This is an optimization exercise on Yosys and OpenROAD, whose aim is small area, not a production implementation.
In this exercise RTL edits were held to simulation tests only and were not proved equivalent to the original.
Power figures rest on the tool's default switching activity, not on a simulated workload.

==> flow/design.v <==
`timescale 1ns/1ps
package corePkg;
    localparam int xlen = 32;
    localparam int regAddrW = 5;
    typedef logic [xlen-1:0] word_t;
    typedef logic [regAddrW-1:0] regIdx_t;
    typedef enum logic [6:0] {
        opLui    = 7'b0110111,
        opOpImm  = 7'b0010011,
        opOp     = 7'b0110011,
        opLoad   = 7'b0000011,
        opStore  = 7'b0100011,
        opBranch = 7'b1100011,
        opJal    = 7'b1101111,
        opOther  = 7'b0000000
    } opcode_t;
    typedef enum logic [1:0] {
        aluAdd,
        aluSub,
        aluPassB
    } aluOp_t;
    typedef enum logic [1:0] {
        resAlu,
        resMem,
        resPcPlus4
    } resultSrc_t;
    typedef struct packed {
        word_t      pc;
        word_t      rs1Val;
        word_t      rs2Val;
        word_t      imm;
        regIdx_t    rd;
        aluOp_t     aluOp;
        logic       aluSrcImm;
        resultSrc_t resultSrc;
        logic       regWrite;
        logic       memRead;
        logic       memWrite;
        logic       isBranch;
        logic       branchOnEqual;
        logic       isJal;
    } decoded_t;
endpackage
`timescale 1ns/1ps
`timescale 1ns/1ps
`timescale 1ns/1ps
`timescale 1ns/1ps
`timescale 1ns/1ps
`timescale 1ns/1ps
module fireCore #(
    parameter corePkg::word_t resetVector = 32'h0000_0000
) (
    input  logic           clock,
    input  logic           rst,
    output logic           arvalid,
    output corePkg::word_t araddr,
    input  logic           arready,
    input  logic           rvalid,
    input  corePkg::word_t rdata,
    output logic           rready,
    output logic           awvalid,
    output corePkg::word_t awaddr,
    input  logic           awready,
    output logic           wvalid,
    output corePkg::word_t wdata,
    input  logic           wready,
    input  logic           bvalid,
    output logic           bready
);
    localparam logic [2:0] stExec  = 3'd0;  
    localparam logic [2:0] stLoad  = 3'd1;  
    localparam logic [2:0] stSdata = 3'd2;  
    localparam logic [2:0] stCopy  = 3'd3;  
    localparam logic [2:0] stInit  = 3'd4;  
    logic [4:0]     cnt;
    logic [2:0]     state;
    logic           runQ;
    logic           arvQ;
    logic           awvQ;
    logic           wvQ;
    corePkg::word_t busR;
    corePkg::word_t nextPc;
    logic           aluCy;
    logic           incCy;
    logic           eqQ;
    logic [4:0]     rdSave;
    logic           rdOk;
    logic [6:0] opcode;
    logic [2:0] funct3;
    logic [6:0] funct7;
    logic [4:0] rdIdx;
    logic [4:0] rs1Idx;
    logic [4:0] rs2Idx;
    logic       isLui;
    logic       isAddi;
    logic       isAdd;
    logic       isSub;
    logic       isLw;
    logic       isSw;
    logic       isBr;
    logic       isBeq;
    logic       isJal;
    assign opcode = rdata[6:0];
    assign rdIdx  = rdata[11:7];
    assign funct3 = rdata[14:12];
    assign rs1Idx = rdata[19:15];
    assign rs2Idx = rdata[24:20];
    assign funct7 = rdata[31:25];
    assign isLui  = (opcode == 7'b0110111);
    assign isAddi = (opcode == 7'b0010011) && (funct3 == 3'b000);
    assign isAdd  = (opcode == 7'b0110011) && (funct3 == 3'b000) && (funct7 == 7'b0000000);
    assign isSub  = (opcode == 7'b0110011) && (funct3 == 3'b000) && (funct7 == 7'b0100000);
    assign isLw   = (opcode == 7'b0000011) && (funct3 == 3'b010);
    assign isSw   = (opcode == 7'b0100011) && (funct3 == 3'b010);
    assign isBr   = (opcode == 7'b1100011) && (funct3[2:1] == 2'b00);
    assign isBeq  = !funct3[0];
    assign isJal  = (opcode == 7'b1101111);
    logic c0;
    logic c31;
    logic precond;
    logic active;
    logic passEnd;
    assign c0  = (cnt == 5'd0);
    assign c31 = (cnt == 5'd31);
    always_comb begin
        case (state)
            stExec:         precond = rvalid && rdOk;
            stLoad:         precond = rvalid;
            stSdata:        precond = !(awvQ && !awready);
            default:        precond = !(wvQ && !wready);
        endcase
    end
    assign active  = c0 ? precond : runQ;
    assign passEnd = active && c31;
    logic [31:0] rfOut;
    logic        rs1Bit;
    logic        rs2Bit;
    logic        wrEn;
    logic [4:0]  wrIdx;
    logic        wrBit;
    assign rfOut[0] = 1'b0;
    for (genvar r = 1; r < 32; r++) begin : gReg
        logic [31:0] ring;
        always_ff @(posedge clock) begin
            ring <= {(wrEn && wrIdx == 5'(r)) ? wrBit : ring[0], ring[31:1]};
        end
        assign rfOut[r] = ring[0];
    end
    assign rs1Bit = rfOut[rs1Idx];
    assign rs2Bit = rfOut[rs2Idx];
    logic [15:0] lowField;
    logic        m32;
    logic        m12;
    logic        m5;
    logic        lo12;
    logic        lo5;
    logic        immBit;
    logic        rdBit;
    assign lowField = {{4{rdata[31]}}, rdata[31:20]};
    assign m32  = rdata[cnt];
    assign m12  = lowField[cnt[3:0]];
    assign m5   = rdata[5'd7 + {2'b00, cnt[2:0]}];
    assign lo12 = (cnt < 5'd12);
    assign lo5  = (cnt < 5'd5);
    always_comb begin
        if (isLui) begin
            immBit = lo12 ? 1'b0 : m32;
        end else if (isJal) begin
            if (cnt == 5'd0)       immBit = 1'b0;
            else if (cnt < 5'd11)  immBit = m12;
            else if (cnt == 5'd11) immBit = rdata[20];
            else if (cnt < 5'd20)  immBit = m32;
            else                   immBit = rdata[31];
        end else if (opcode[5] && !opcode[4] && !opcode[2]) begin
            if (cnt == 5'd0)       immBit = !opcode[6] && rdata[7];
            else if (lo5)          immBit = m5;
            else if (cnt == 5'd11) immBit = opcode[6] ? rdata[7] : rdata[31];
            else if (lo12)         immBit = m12;
            else                   immBit = rdata[31];
        end else begin
            immBit = lo12 ? m12 : rdata[31];
        end
    end
    assign rdBit = (state == stExec) ? immBit : m32;
    logic pcBit;
    logic opA;
    logic opB;
    logic cin;
    logic sum;
    logic incBit;
    logic eqAll;
    logic taken;
    logic busIn;
    logic execWrite;
    assign pcBit = busR[0];
    assign opA = (isJal || isBr) ? pcBit : (isLui ? 1'b0 : rs1Bit);
    assign opB = ((isAdd || isSub) ? rs2Bit : rdBit) ^ isSub;
    assign cin = c0 ? isSub : aluCy;
    assign sum = opA ^ opB ^ cin;
    assign incBit = pcBit ^ incCy;
    assign eqAll = (c0 || eqQ) && (rs1Bit == rs2Bit);
    assign taken = isBr && (eqAll == isBeq);
    assign execWrite = isLui || isAddi || isAdd || isSub || isJal;
    always_comb begin
        wrIdx = rdSave;
        wrBit = sum;
        wrEn  = 1'b0;
        busIn = nextPc[0];
        case (state)
            stExec: begin
                wrBit = isJal ? incBit : sum;
                wrEn  = active && execWrite;
                busIn = (isJal || isBr || isLw || isSw) ? sum : incBit;
            end
            stLoad: begin
                wrBit = rdBit;
                wrEn  = active;
            end
            stSdata: busIn = rs2Bit;
            stInit:  busIn = resetVector[cnt];
            default: ;
        endcase
    end
    always_ff @(posedge clock) begin
        aluCy <= (opA & opB) | (opA & cin) | (opB & cin);
        incCy <= (cnt == 5'd1) || (incCy && pcBit && !c31);
        eqQ   <= eqAll;
        nextPc <= {(state == stExec && active) ? incBit : nextPc[0], nextPc[31:1]};
        if (active) begin
            busR <= {busIn, busR[31:1]};
        end
        if (state == stExec && !active) begin
            rdSave <= rdIdx;
        end
        rdOk <= rvalid;
    end
    always_ff @(posedge clock) begin
        if (rst) begin
            cnt   <= 5'd0;
            state <= stInit;
            runQ  <= 1'b0;
            arvQ  <= 1'b0;
            awvQ  <= 1'b0;
            wvQ   <= 1'b0;
        end else begin
            cnt  <= cnt + 5'd1;
            runQ <= active;
            if (arvQ && arready) arvQ <= 1'b0;
            if (awvQ && awready) awvQ <= 1'b0;
            if (wvQ && wready)   wvQ  <= 1'b0;
            if (passEnd) begin
                case (state)
                    stExec: begin
                        if (isLw) begin
                            arvQ  <= 1'b1;
                            state <= stLoad;
                        end else if (isSw) begin
                            awvQ  <= 1'b1;
                            state <= stSdata;
                        end else if (isBr && !taken) begin
                            state <= stCopy;
                        end else begin
                            arvQ  <= 1'b1;
                            state <= stExec;
                        end
                    end
                    stSdata: begin
                        wvQ   <= 1'b1;
                        state <= stCopy;
                    end
                    default: begin
                        arvQ  <= 1'b1;
                        state <= stExec;
                    end
                endcase
            end
        end
    end
    assign rready  = passEnd && (state == stLoad || state == stSdata
                                 || (state == stExec && !isSw));
    assign arvalid = arvQ;
    assign awvalid = awvQ;
    assign wvalid  = wvQ;
    assign araddr  = busR;
    assign awaddr  = busR;
    assign wdata   = busR;
    assign bready  = 1'b1;
endmodule
Settings: LEC_CHECK=0, CAP_MARGIN=20, CORE_MARGIN=2, CORE_UTILIZATION=60, SLEW_MARGIN=20; clock period 10.0 ns.
standard.sh (not shown) runs the stock make flow with config.mk's settings and CLKGATE_MAP_FILE= SYNTH_SCRIPT=/design/flow/synth_recipe.tcl, a recipe that flattens the netlist after the stock synthesis.
==> flow/flow/run.sh <==
#!/bin/bash
set -euo pipefail
bash standard.sh \
  "BUFFER_PORTS_ARGS=-buffer_cell sky130_fd_sc_hd__buf_1" \
  "CTS_ARGS=-sink_clustering_enable -repair_clock_nets -dont_use_dummy_load -buf_list {sky130_fd_sc_hd__clkbuf_8} -sink_clustering_size 22 -sink_clustering_max_diameter 60 -tree_buf sky130_fd_sc_hd__clkbuf_4 -root_buf sky130_fd_sc_hd__clkbuf_4" \
  finish > make.log 2>&1
tail -n 20 make.log
The baseline ran to the end with no violations.
Then changed:
--- a/flow/design.v
+++ b/flow/design.v
@@ -82,11 +82,10 @@
     corePkg::word_t nextPc;
     logic           aluCy;
     logic           incCy;
     logic           eqQ;
     logic [4:0]     rdSave;
-    logic           rdOk;
     logic [6:0] opcode;
     logic [2:0] funct3;
     logic [6:0] funct7;
     logic [4:0] rdIdx;
     logic [4:0] rs1Idx;
@@ -122,12 +121,11 @@
     logic passEnd;
     assign c0  = (cnt == 5'd0);
     assign c31 = (cnt == 5'd31);
     always_comb begin
         case (state)
-            stExec:         precond = rvalid && rdOk;
-            stLoad:         precond = rvalid;
+            stExec, stLoad: precond = rvalid;
             stSdata:        precond = !(awvQ && !awready);
             default:        precond = !(wvQ && !wready);
         endcase
     end
     assign active  = c0 ? precond : runQ;
@@ -200,21 +198,22 @@
     assign incBit = pcBit ^ incCy;
     assign eqAll = (c0 || eqQ) && (rs1Bit == rs2Bit);
     assign taken = isBr && (eqAll == isBeq);
     assign execWrite = isLui || isAddi || isAdd || isSub || isJal;
     always_comb begin
-        wrIdx = rdSave;
+        wrIdx = rdIdx;
         wrBit = sum;
         wrEn  = 1'b0;
         busIn = nextPc[0];
         case (state)
             stExec: begin
                 wrBit = isJal ? incBit : sum;
                 wrEn  = active && execWrite;
                 busIn = (isJal || isBr || isLw || isSw) ? sum : incBit;
             end
             stLoad: begin
+                wrIdx = rdSave;
                 wrBit = rdBit;
                 wrEn  = active;
             end
             stSdata: busIn = rs2Bit;
             stInit:  busIn = resetVector[cnt];
@@ -227,14 +226,13 @@
         eqQ   <= eqAll;
         nextPc <= {(state == stExec && active) ? incBit : nextPc[0], nextPc[31:1]};
         if (active) begin
             busR <= {busIn, busR[31:1]};
         end
-        if (state == stExec && !active) begin
+        if (state == stExec) begin
             rdSave <= rdIdx;
         end
-        rdOk <= rvalid;
     end
     always_ff @(posedge clock) begin
         if (rst) begin
             cnt   <= 5'd0;
             state <= stInit;
Result: Routed wire length went up by 0.79%; fmax came out lower by 3.4%; flip-flop and latch count went down by 1; clock-buffer cell count went up by 1; die area is higher by 0.53%; cell count increases by 1.4%; cell area rose by 0.62%; via count went up by 2.5%; sequential share of layout area decreases by 0.59 points; worst hold slack is better by 0.0060 ns.


before:
Starts from the design.v that is shown in full above.
export LEC_CHECK = 0
export CAP_MARGIN = 20
export CORE_MARGIN = 2
export CORE_UTILIZATION = 60
export SLEW_MARGIN = 20
create_clock -name core_clock -period 10.0 [get_ports {clock}]
==> flow/flow/run.sh <==
#!/bin/bash
set -euo pipefail
export AREA_ABC_SCRIPT="$PWD/flow/area.abc"
bash standard.sh \
  "SYNTH_SCRIPT=$PWD/flow/area_synth.tcl" \
  "BUFFER_PORTS_ARGS=-buffer_cell sky130_fd_sc_hd__buf_1" \
  "CTS_ARGS=-sink_clustering_enable -repair_clock_nets -dont_use_dummy_load -buf_list {sky130_fd_sc_hd__clkbuf_8} -sink_clustering_size 22 -sink_clustering_max_diameter 60 -tree_buf sky130_fd_sc_hd__clkbuf_4 -root_buf sky130_fd_sc_hd__clkbuf_4" \
  finish > make.log 2>&1
tail -n 20 make.log
==> flow/flow/area.abc <==
strash
dc2
dch -f
amap
topo
==> flow/flow/area_synth.tcl <==
proc synth {args} { yosys synth -nofsm -noshare {*}$args }
proc abc {args} {
  set i [lsearch -exact $args -script]
  if { $i >= 0 && [string match *abc_speed.script [lindex $args [expr {$i + 1}]]] } {
    lset args [expr {$i + 1}] $::env(AREA_ABC_SCRIPT)
  }
  yosys abc {*}$args
}
source $::env(SCRIPTS_DIR)/synth.tcl
# left out here: clear keep_hierarchy, flatten, clean up, hide names made inside functions, write 1_2_yosys.v
#### Input delta (after over before)
-- flow/design.v --
<<< before, line 76
    logic [2:0]     state;
    logic           runQ;
    logic           arvQ;
    logic           awvQ;
    logic           wvQ;
    corePkg::word_t busR;
    corePkg::word_t nextPc;
>>> after, line 76
    logic [2:0]     state;
    logic           runQ;
    logic           reqQ;
    logic           arReq;
    logic           awReq;
    logic           wReq;
    corePkg::word_t busR;
    corePkg::word_t nextPc;
<<< before, line 127
            stExec:         precond = rvalid && rdOk;
            stLoad:         precond = rvalid;
            stSdata:        precond = !(awvQ && !awready);
            default:        precond = !(wvQ && !wready);
        endcase
    end
>>> after, line 128
            stExec:         precond = rvalid && rdOk;
            stLoad:         precond = rvalid;
            stSdata:        precond = !(reqQ && !awready);
            default:        precond = !(reqQ && !wready);
        endcase
    end
<<< before, line 240
            state <= stInit;
            runQ  <= 1'b0;
            arvQ  <= 1'b0;
            awvQ  <= 1'b0;
            wvQ   <= 1'b0;
        end else begin
            cnt  <= cnt + 5'd1;
            runQ <= active;
            if (arvQ && arready) arvQ <= 1'b0;
            if (awvQ && awready) awvQ <= 1'b0;
            if (wvQ && wready)   wvQ  <= 1'b0;
            if (passEnd) begin
                case (state)
                    stExec: begin
                        if (isLw) begin
                            arvQ  <= 1'b1;
                            state <= stLoad;
                        end else if (isSw) begin
                            awvQ  <= 1'b1;
                            state <= stSdata;
                        end else if (isBr && !taken) begin
                            state <= stCopy;
                        end else begin
                            arvQ  <= 1'b1;
                            state <= stExec;
                        end
                    end
                    stSdata: begin
                        wvQ   <= 1'b1;
                        state <= stCopy;
                    end
                    default: begin
                        arvQ  <= 1'b1;
                        state <= stExec;
                    end
>>> after, line 241
            state <= stInit;
            runQ  <= 1'b0;
            reqQ  <= 1'b0;
        end else begin
            cnt  <= cnt + 5'd1;
            runQ <= active;
            if ((arReq && arready) || (awReq && awready) || (wReq && wready)) begin
                reqQ <= 1'b0;
            end
            if (passEnd) begin
                case (state)
                    stExec: begin
                        if (isLw) begin
                            reqQ  <= 1'b1;
                            state <= stLoad;
                        end else if (isSw) begin
                            reqQ  <= 1'b1;
                            state <= stSdata;
                        end else if (isBr && !taken) begin
                            state <= stCopy;
                        end else begin
                            reqQ  <= 1'b1;
                            state <= stExec;
                        end
                    end
                    stSdata: begin
                        reqQ  <= 1'b1;
                        state <= stCopy;
                    end
                    default: begin
                        reqQ  <= 1'b1;
                        state <= stExec;
                    end
<<< before, line 279
    assign rready  = passEnd && (state == stLoad || state == stSdata
                                 || (state == stExec && !isSw));
    assign arvalid = arvQ;
    assign awvalid = awvQ;
    assign wvalid  = wvQ;
    assign araddr  = busR;
    assign awaddr  = busR;
>>> after, line 278
    assign rready  = passEnd && (state == stLoad || state == stSdata
                                 || (state == stExec && !isSw));
    assign arReq   = reqQ && (state == stExec || state == stLoad);
    assign awReq   = reqQ && (state == stSdata);
    assign wReq    = reqQ && (state == stCopy);
    assign arvalid = arReq;
    assign awvalid = awReq;
    assign wvalid  = wReq;
    assign araddr  = busR;
    assign awaddr  = busR;
Findings:
- after: PASS, flow complete, no timing, DRC or antenna violations
- Changes observed in after relative to before: fraction of layout cells with a size suffix above 1 lower; met2 routing resource usage after global routing now smaller.
- Looking at wire length across both flows, after is the stronger of the two, with before trailing.
- From before to after the numbers moved as follows: portion of the clock cycle consumed by the worst path in the final layout climbed 3.8 points, number of buffers other than clock buffers in the final layout dropped 1.4%, final sum of negative setup slack barely changed.
- Status: post-route non-filler standard cell count parity (before, after)
- Any difference in combinational gate power between after and before is small enough to ignore.

[afterwards: timing with drivers on the ports]
The results above use ideal ports. As a check the final layouts listed here were re-extracted and re-timed, cells and wires unchanged. Step 1 sets driving cells, clkbuf_16 on the clock port and buf_2 on the other inputs (assumed; they add their load-dependent delay and slew). Step 2 adds t to the input delays and takes it off the output delays; t is the mean of the earliest and latest rising clock arrival at the registers after step 1. Input paths then give back, and output paths get back, about the clock's delay inside the block. Slacks: no drivers / after step 1 / after step 2; pairs: no drivers / after step 1.
| run | t, ns | slack for setup (ns) | worst setup path at the end | clock arrival spread, ns |
|---|---|---|---|---|
| the first run of note 1 | 0.887 | 4.602 / 4.595 / 3.708 | input to register | 0.170 / 0.170 |
| the second run of note 1 | 0.881 | 4.410 / 4.379 / 3.663 | input to register | 0.179 / 0.179 |
| before | 0.872 | 4.140 / 4.098 / 3.226 | input to register | 0.182 / 0.182 |
| after | 0.865 | 3.757 / 3.712 / 3.079 | input to register | 0.164 / 0.164 |
After both steps every run listed still meets setup and hold. For before, which loses most, drivers alone change the setup slack by -0.042 ns; drivers and shift together by -0.914 ns.
